This design comes from an exercise in tuning for small area, a short achievable clock period and few clock cycles per item on the open sky130 flow, not from production work.
The RTL was checked by simulation tests, not by an equivalence proof against the original design.

**run.sh**
```bash
#!/bin/bash
# synth_recipe.tcl (not shown) runs the flow's synth.tcl, then flattens the netlist and writes it again
# the make line also repeats each setting of config.mk as NAME=value (left out here)
make -C /OpenROAD-flow-scripts/flow DESIGN_CONFIG=/design/flow/config.mk WORK_HOME=/design/flow/orfs CLKGATE_MAP_FILE= SYNTH_SCRIPT=/design/flow/synth_recipe.tcl finish
```
**config.mk**
```make
export PLATFORM = sky130hd
export DESIGN_NAME = sorted_active_error_table_core
export DESIGN_NICKNAME = sorted_active_error_table_core
export VERILOG_FILES = /design/flow/design.v
export SDC_FILE = /design/flow/constraint.sdc
export NUM_CORES = 4
export LEC_CHECK = 0
export CAP_MARGIN = 20
export CORE_MARGIN = 2
export CORE_UTILIZATION = 40
export SLEW_MARGIN = 20
```
**constraint.sdc**
```tcl
create_clock -name core_clock -period 7.0 [get_ports {clk_i}]
set_input_delay 1.4000 -clock core_clock [delete_from_list [all_inputs] [get_ports {clk_i}]]
set_output_delay 1.4000 -clock core_clock [all_outputs]
set_load 0.01 [all_outputs]
```
**design.v**
```verilog
`default_nettype none
package saet_pkg;
  localparam int unsigned Depth     = 16;
  localparam int unsigned CodeWidth = 16;
  localparam int unsigned OpWidth   = 3;
  localparam int unsigned IdxWidth  = 4;
  localparam int unsigned CntWidth  = 5;
  typedef logic [CodeWidth-1:0] code_t;
  typedef logic [OpWidth-1:0]   op_t;
  typedef logic [IdxWidth-1:0]  idx_t;
  typedef logic [CntWidth-1:0]  cnt_t;
  localparam op_t OpSave   = 3'd0;
  localparam op_t OpDelete = 3'd1;
  localparam op_t OpFind   = 3'd2;
  localparam op_t OpClear  = 3'd3;
  localparam op_t OpRead   = 3'd4;
  typedef struct packed {
    logic capture;    
    logic execute;    
  } saet_cmd_t;
endpackage
`default_nettype wire
`default_nettype none
module saet_ctrl (
  input  wire logic                clk_i,
  input  wire logic                rst_ni,
  input  wire logic                in_valid_i,
  output logic                     in_ready_o,
  output logic                     out_valid_o,
  input  wire logic                out_ready_i,
  output saet_pkg::saet_cmd_t      cmd_o
);
  localparam logic [1:0] StIdle = 2'd0;
  localparam logic [1:0] StExec = 2'd1;
  localparam logic [1:0] StResp = 2'd2;
  logic [1:0] state_q, state_d;
  logic       accept;
  assign in_ready_o  = (state_q == StIdle) || ((state_q == StResp) && out_ready_i);
  assign out_valid_o = (state_q == StResp);
  assign accept      = in_valid_i && in_ready_o;
  assign cmd_o.capture = accept;
  assign cmd_o.execute = (state_q == StExec);
  always_comb begin
    state_d = state_q;
    unique case (state_q)
      StIdle: begin
        if (accept) state_d = StExec;
      end
      StExec: begin
        state_d = StResp;
      end
      StResp: begin
        if (out_ready_i) state_d = accept ? StExec : StIdle;
      end
      default: begin
        state_d = StIdle;
      end
    endcase
  end
  always_ff @(posedge clk_i or negedge rst_ni) begin
    if (!rst_ni) begin
      state_q <= StIdle;
    end else begin
      state_q <= state_d;
    end
  end
endmodule
`default_nettype wire
`default_nettype none
module saet_dp (
  input  wire logic                clk_i,
  input  wire logic                rst_ni,
  input  wire saet_pkg::saet_cmd_t cmd_i,
  input  wire saet_pkg::op_t       operation_i,
  input  wire saet_pkg::code_t     code_i,
  input  wire saet_pkg::idx_t      index_i,
  output logic                     hit_o,
  output saet_pkg::code_t          entry_value_o,
  output saet_pkg::code_t          lowest_code_o,
  output saet_pkg::cnt_t           active_count_o
);
  saet_pkg::op_t   op_q;
  saet_pkg::code_t code_q;
  saet_pkg::idx_t  idx_q;
  saet_pkg::code_t table_q [saet_pkg::Depth];
  saet_pkg::code_t table_d [saet_pkg::Depth];
  saet_pkg::cnt_t  cnt_q, cnt_d;
  logic  hit_q;
  logic [saet_pkg::Depth-1:0] lt;      
  logic [saet_pkg::Depth-1:0] eq;      
  saet_pkg::code_t up_v   [saet_pkg::Depth];     
  saet_pkg::code_t down_v [saet_pkg::Depth];     
  logic  hit_now;
  logic  full;
  logic  ins_ok;
  logic  del_ok;
  always_ff @(posedge clk_i) begin
    if (cmd_i.capture) begin
      op_q   <= operation_i;
      code_q <= code_i;
      idx_q  <= index_i;
    end
  end
  for (genvar i = 0; i < saet_pkg::Depth; i++) begin : g_cmp
    assign lt[i] = (table_q[i] != '0) && (table_q[i] < code_q);
    assign eq[i] = (table_q[i] == code_q);
  end
  assign hit_now = |eq;
  assign full    = (table_q[saet_pkg::Depth-1] != '0);
  assign ins_ok  = (code_q != '0) && !hit_now && (!full || (table_q[saet_pkg::Depth-1] > code_q));
  assign del_ok  = (code_q != '0) && hit_now;
  for (genvar j = 0; j < saet_pkg::Depth; j++) begin : g_shift
    if (j == 0) begin : g_first
      assign up_v[j] = lt[j] ? table_q[j] : code_q;
    end else begin : g_rest
      assign up_v[j] = lt[j] ? table_q[j] : (lt[j-1] ? code_q : table_q[j-1]);
    end
    if (j == saet_pkg::Depth - 1) begin : g_last
      assign down_v[j] = lt[j] ? table_q[j] : '0;
    end else begin : g_inner
      assign down_v[j] = lt[j] ? table_q[j] : table_q[j+1];
    end
  end
  always_comb begin
    for (int k = 0; k < saet_pkg::Depth; k++) table_d[k] = table_q[k];
    cnt_d   = cnt_q;
    unique case (op_q)
      saet_pkg::OpSave: begin
        if (ins_ok) begin
          for (int k = 0; k < saet_pkg::Depth; k++) table_d[k] = up_v[k];
          if (!full) cnt_d = cnt_q + saet_pkg::cnt_t'(1);
        end
      end
      saet_pkg::OpDelete: begin
        if (del_ok) begin
          for (int k = 0; k < saet_pkg::Depth; k++) table_d[k] = down_v[k];
          cnt_d   = cnt_q - saet_pkg::cnt_t'(1);
        end
      end
      saet_pkg::OpClear: begin
        for (int k = 0; k < saet_pkg::Depth; k++) table_d[k] = '0;
        cnt_d = '0;
      end
      default: begin
      end
    endcase
  end
  always_ff @(posedge clk_i or negedge rst_ni) begin
    if (!rst_ni) begin
      for (int k = 0; k < saet_pkg::Depth; k++) table_q[k] <= '0;
      cnt_q <= '0;
    end else if (cmd_i.execute) begin
      for (int k = 0; k < saet_pkg::Depth; k++) table_q[k] <= table_d[k];
      cnt_q   <= cnt_d;
    end
  end
  always_ff @(posedge clk_i) begin
    if (cmd_i.execute) hit_q <= hit_now;
  end
  assign hit_o          = hit_q;
  assign entry_value_o  = table_q[idx_q];
  assign lowest_code_o  = table_q[0];
  assign active_count_o = cnt_q;
endmodule
`default_nettype wire
`default_nettype none
module sorted_active_error_table_core (
  input  wire logic        clk_i,
  input  wire logic        rst_ni,
  input  wire logic        req_valid_i,
  output logic             req_ready_o,
  input  wire logic [2:0]  req_operation_i,
  input  wire logic [15:0] req_code_i,
  input  wire logic [3:0]  req_index_i,
  output logic             rsp_valid_o,
  input  wire logic        rsp_ready_i,
  output logic             rsp_hit_o,
  output logic [15:0]      rsp_entry_value_o,
  output logic [15:0]      rsp_lowest_code_o,
  output logic [4:0]       rsp_active_count_o
);
  saet_pkg::saet_cmd_t cmd;
  saet_ctrl u_ctrl (
    .clk_i      (clk_i),
    .rst_ni     (rst_ni),
    .in_valid_i (req_valid_i),
    .in_ready_o (req_ready_o),
    .out_valid_o(rsp_valid_o),
    .out_ready_i(rsp_ready_i),
    .cmd_o      (cmd)
  );
  saet_dp u_dp (
    .clk_i         (clk_i),
    .rst_ni        (rst_ni),
    .cmd_i         (cmd),
    .operation_i   (req_operation_i),
    .code_i        (req_code_i),
    .index_i       (req_index_i),
    .hit_o         (rsp_hit_o),
    .entry_value_o (rsp_entry_value_o),
    .lowest_code_o (rsp_lowest_code_o),
    .active_count_o(rsp_active_count_o)
  );
endmodule
`default_nettype wire
```
==> results.sh <==
export IMPL_reg2reg_from="u_dp.code_q[12]"
export IMPL_finalNetCount=2881
export IMPL_synth_edf_count=24
export IMPL_seq_area_mm2=0.00730
export IMPL_dieArea_mm2=0.0631
export IMPL_startpoint_type="flop"
export IMPL_start_util_pct=40.5
export IMPL_reg2reg_depth=12
export IMPL_p_total_uw=12300
export IMPL_min_period_ns=5.46
export IMPL_post_dp_hpwl_um=80000
export IMPL_cts_resized=0
export IMPL_tns_ns=0
export IMPL_wl_um=111000
export IMPL_layout_common_cells="268 x o21ai_0, 263 x dfrtp_1, 259 x ha_1"
export IMPL_antenna_found_initial=2
export IMPL_path_class="flop to flop"
export IMPL_tightest_slew_ns=1.20
export IMPL_rsz0062_at_grt="false"
export IMPL_overflow=0
export IMPL_r2r_slack_ns=1.54
export IMPL_dr_pass1_iters=6
export IMPL_synth_top_area_share_pct=26.9
export IMPL_fin_util_pct=45.6
export IMPL_max_slew_margin_rel_pct=19.6
export IMPL_power_static_leakage_uw=0.0124
export IMPL_wl_per_cell_um=32.6
export IMPL_grt_max_degree=119
export IMPL_ctsHoldBuffers=0
export IMPL_cp_max_fo=17
export IMPL_maxCapViolations=0
export IMPL_fmaxAchievable_mhz=183
export IMPL_root_buffer="clkbuf_16"
export IMPL_synth_warnings=6
export IMPL_skew_ns=0.0332
export IMPL_cp_end_kind="flop"
export IMPL_synth_fp_nets=2856
export IMPL_cts_tree="built"
export IMPL_grt_pass1_vias=22700
export IMPL_drt_initial_drc_count=2826
export IMPL_io_buffer_count=66
export IMPL_power_density_mw_per_mm2=445
export IMPL_num_fill_cells=5702
export IMPL_ir_drop_mv=0.209
export IMPL_path_cells="inv_1, ha_1, nand4_1, nor4_1, nor4_1, nand4_1, nor3_1, or4b_2, buf_4, a21oi_4, buf_4, mux2_2"
export IMPL_row_count=90
export IMPL_pre_cts_slack_ns=1.79
export IMPL_fin_ws_ns=1.54
export IMPL_slowest_stage="nor4_1"
export IMPL_clk_pin_slew_ns=0.06
export IMPL_antenna_left=0
export IMPL_synthArstFlopShare_pct=91.6
export IMPL_hold_viol_final=0
export IMPL_yosysSeqAreaShare_pct=29.9
export IMPL_multi_input_area_mm2=0.0164
export IMPL_gp_congestion=1.05
export IMPL_crit_start="u_dp.code_q[12]"
export IMPL_routed_via_density=6.88
export IMPL_crit_required_ns=7.44
export IMPL_clock_latency_ns=0.59
export IMPL_vias=23400
export IMPL_grt_pass1_wl_um=160000
export IMPL_cts_path_max_buffers=3
export IMPL_h_tree_depth=2
export IMPL_slowest_delay_ns=0.98
export IMPL_synth_avg_cell_area_um2=9.52
export IMPL_syn_inst=2569
export IMPL_coreArea_mm2=0.0604
export IMPL_synth_top_cells_by_area="dfrtp_1 27%, ha_1 13%, mux2_2 8.8%"
export IMPL_syn_area_mm2=0.0245
export IMPL_synth_largest_area_cell="dfrtp_1"
export IMPL_report_final_slew_viol_count=0
export IMPL_run_status="complete, no violations"
export IMPL_hold_path_class="flop to flop"
export IMPL_cts_sinks=287
export IMPL_synth_flop_cell="dfrtp_1"
export IMPL_io_pins=67
export IMPL_mostFrequentLayoutCell="o21ai_0"
export IMPL_cp_arrival_ns=5.90
export IMPL_die_w_um=251
export IMPL_synthDistinctLibCells=61
export IMPL_ys_seq_elements=287
export IMPL_finalCritPeriodShare_pct=78.0
export IMPL_area_growth_pct=12.6
export IMPL_critical_path_endpoint="u_dp.table_q[6][13]"
export IMPL_post_cts_buffers=0
export IMPL_drc=0
export IMPL_grtUsageTotal_pct=34.5
export IMPL_die_y_um=251
export IMPL_layout_drive_gt1_share_pct=16.9
export IMPL_cts_buffers=37
export IMPL_setup_violations=0
export IMPL_r2r_end="u_dp.table_q[6][13]"
[cell families after synthesis]
kind of cell,count (synthesis),share of synthesized area (%)
mux,449,20.4
compound gates,676,17.1
fa+ha+maj,260,13.3
buf+inv,219,3.94
simple gates,677,15.4
xor+xnor,1,0.0358
flops,287,29.9
[worst min-delay path by stage]
stage / startpoint / slack (ns) / end / depth (start not counted)
2_1_floorplan: u_dp.cnt_q[2] / 0.54 / u_dp.cnt_q[2] / 2
3_3_place_gp: u_dp.cnt_q[3] / 0.51 / u_dp.cnt_q[3] / 1
3_5_place_dp: u_dp.cnt_q[3] / 0.51 / u_dp.cnt_q[3] / 1
4_1_cts: u_dp.cnt_q[3] / 0.52 / u_dp.cnt_q[3] / 1
5_1_grt: u_dp.cnt_q[3] / 0.54 / u_dp.cnt_q[3] / 1
6_report: u_dp.cnt_q[3] / 0.52 / u_dp.cnt_q[3] / 1
[layout make-up]
cell class / count / area share, %
sequential: 287 / 26.5
clock buffer: 57 / 4.19
clock inverter: 9 / 0.459
antenna: 1 / 0.00908
inverter: 43 / 0.586
multi-input combinational: 2063 / 59.4
timing repair buffer: 162 / 5.34
tap: 782 / 3.55
[metal layers]
metal | global-route usage, % | up-vias | routed length [um]
met4 | 17.6 | 2 | 6930
met2 | 52.7 | 1530 | 47800
li1 | - | 9895 | -
met3 | 7.63 | 405 | 11700
met1 | 45.9 | 11600 | 44400
met5 | 0 | - | 11
[cell usage after synthesis (10+ instances only)]
master,count
edfxtp_1,24
a31oi_1,16
a41oi_1,10
nor4_1,91
nor3_1,16
clkbuf_1,138
a21oi_4,11
nand3b_1,119
o211ai_1,13
nand2b_1,17
nand4_1,82
mux2_4,50
or3_1,14
nand2_1,199
inv_1,42
mux2_2,191
nand3_1,18
o21ai_0,268
buf_2,16
a211oi_1,14
ha_1,259
a21o_1,29
a21oi_1,143
o31ai_1,20
mux2i_1,208
a22oi_1,96
nor2b_1,34
dfrtp_1,263
nor2_1,57
o22a_1,15
[power breakdown]
part | switching (uW) | internal, uW | total, uW
combinational | 3110 | 2650 | 5760
clock | 819 | 1240 | 2060
sequential | 2060 | 2380 | 4440
total | 5980 | 6280 | 12300
[stage by stage]
stage	std cells	area, um2	hold WS, ns
5_1_grt	3403	27500	0.541
4_1_cts	3402	27500	0.522
3_5_place_dp	3336	26300	0.509
3_3_place_gp	3335	26300	0.506
2_1_floorplan	2569	24500	0.539
6_report	3404	27600	0.518
[state kept, by name (all words and copies together), names as in the netlist]
| signal | count |
|---|---|
| u_dp.table_q | 256 |
| u_dp.code_q | 16 |
| u_dp.cnt_q | 5 |
| u_dp.hit_q | 1 |
| u_ctrl.state_q | 2 |
| u_dp.op_q | 3 |
| u_dp.idx_q | 4 |
[critical path: cells and delay by family, from the launching register on]
kind	cells	cell delay (ns)
muxes	1	0.37
DFF	1	0.73
buffers and inverters	3	1.11
AOI/OAI and AO/OA	1	0.17
and+or+nand+nor	6	2.43
adders and majority gates	1	0.47
Testbench counts, summed over its fixed seeds: cycles 32,008, items 16,000.

## what the ideal ports hide
No port has a modelled driver above. Below, the same layout with a new extraction and two added sets of constraints.
Step 1 assumes that a clkbuf_16 drives the clock port and a buf_2 every other input.
Step 2 adds t to the input delays and takes it off the output delays; t is the mean of the earliest and latest rising clock arrival at the registers after step 1. Input paths then give back, and output paths get back, about the clock's delay inside the block.
a / b / c = no drivers / after step 1 / after step 2; a / b = the first two.
t (ns): 0.639
slack for setup (ns): 1.542 / 1.542 / 1.542
worst data-port slew with drivers (ns): 0.07
After both steps this run still meets setup and hold. For this run, drivers alone change the setup slack by 0.000 ns; drivers and shift together by 0.000 ns.
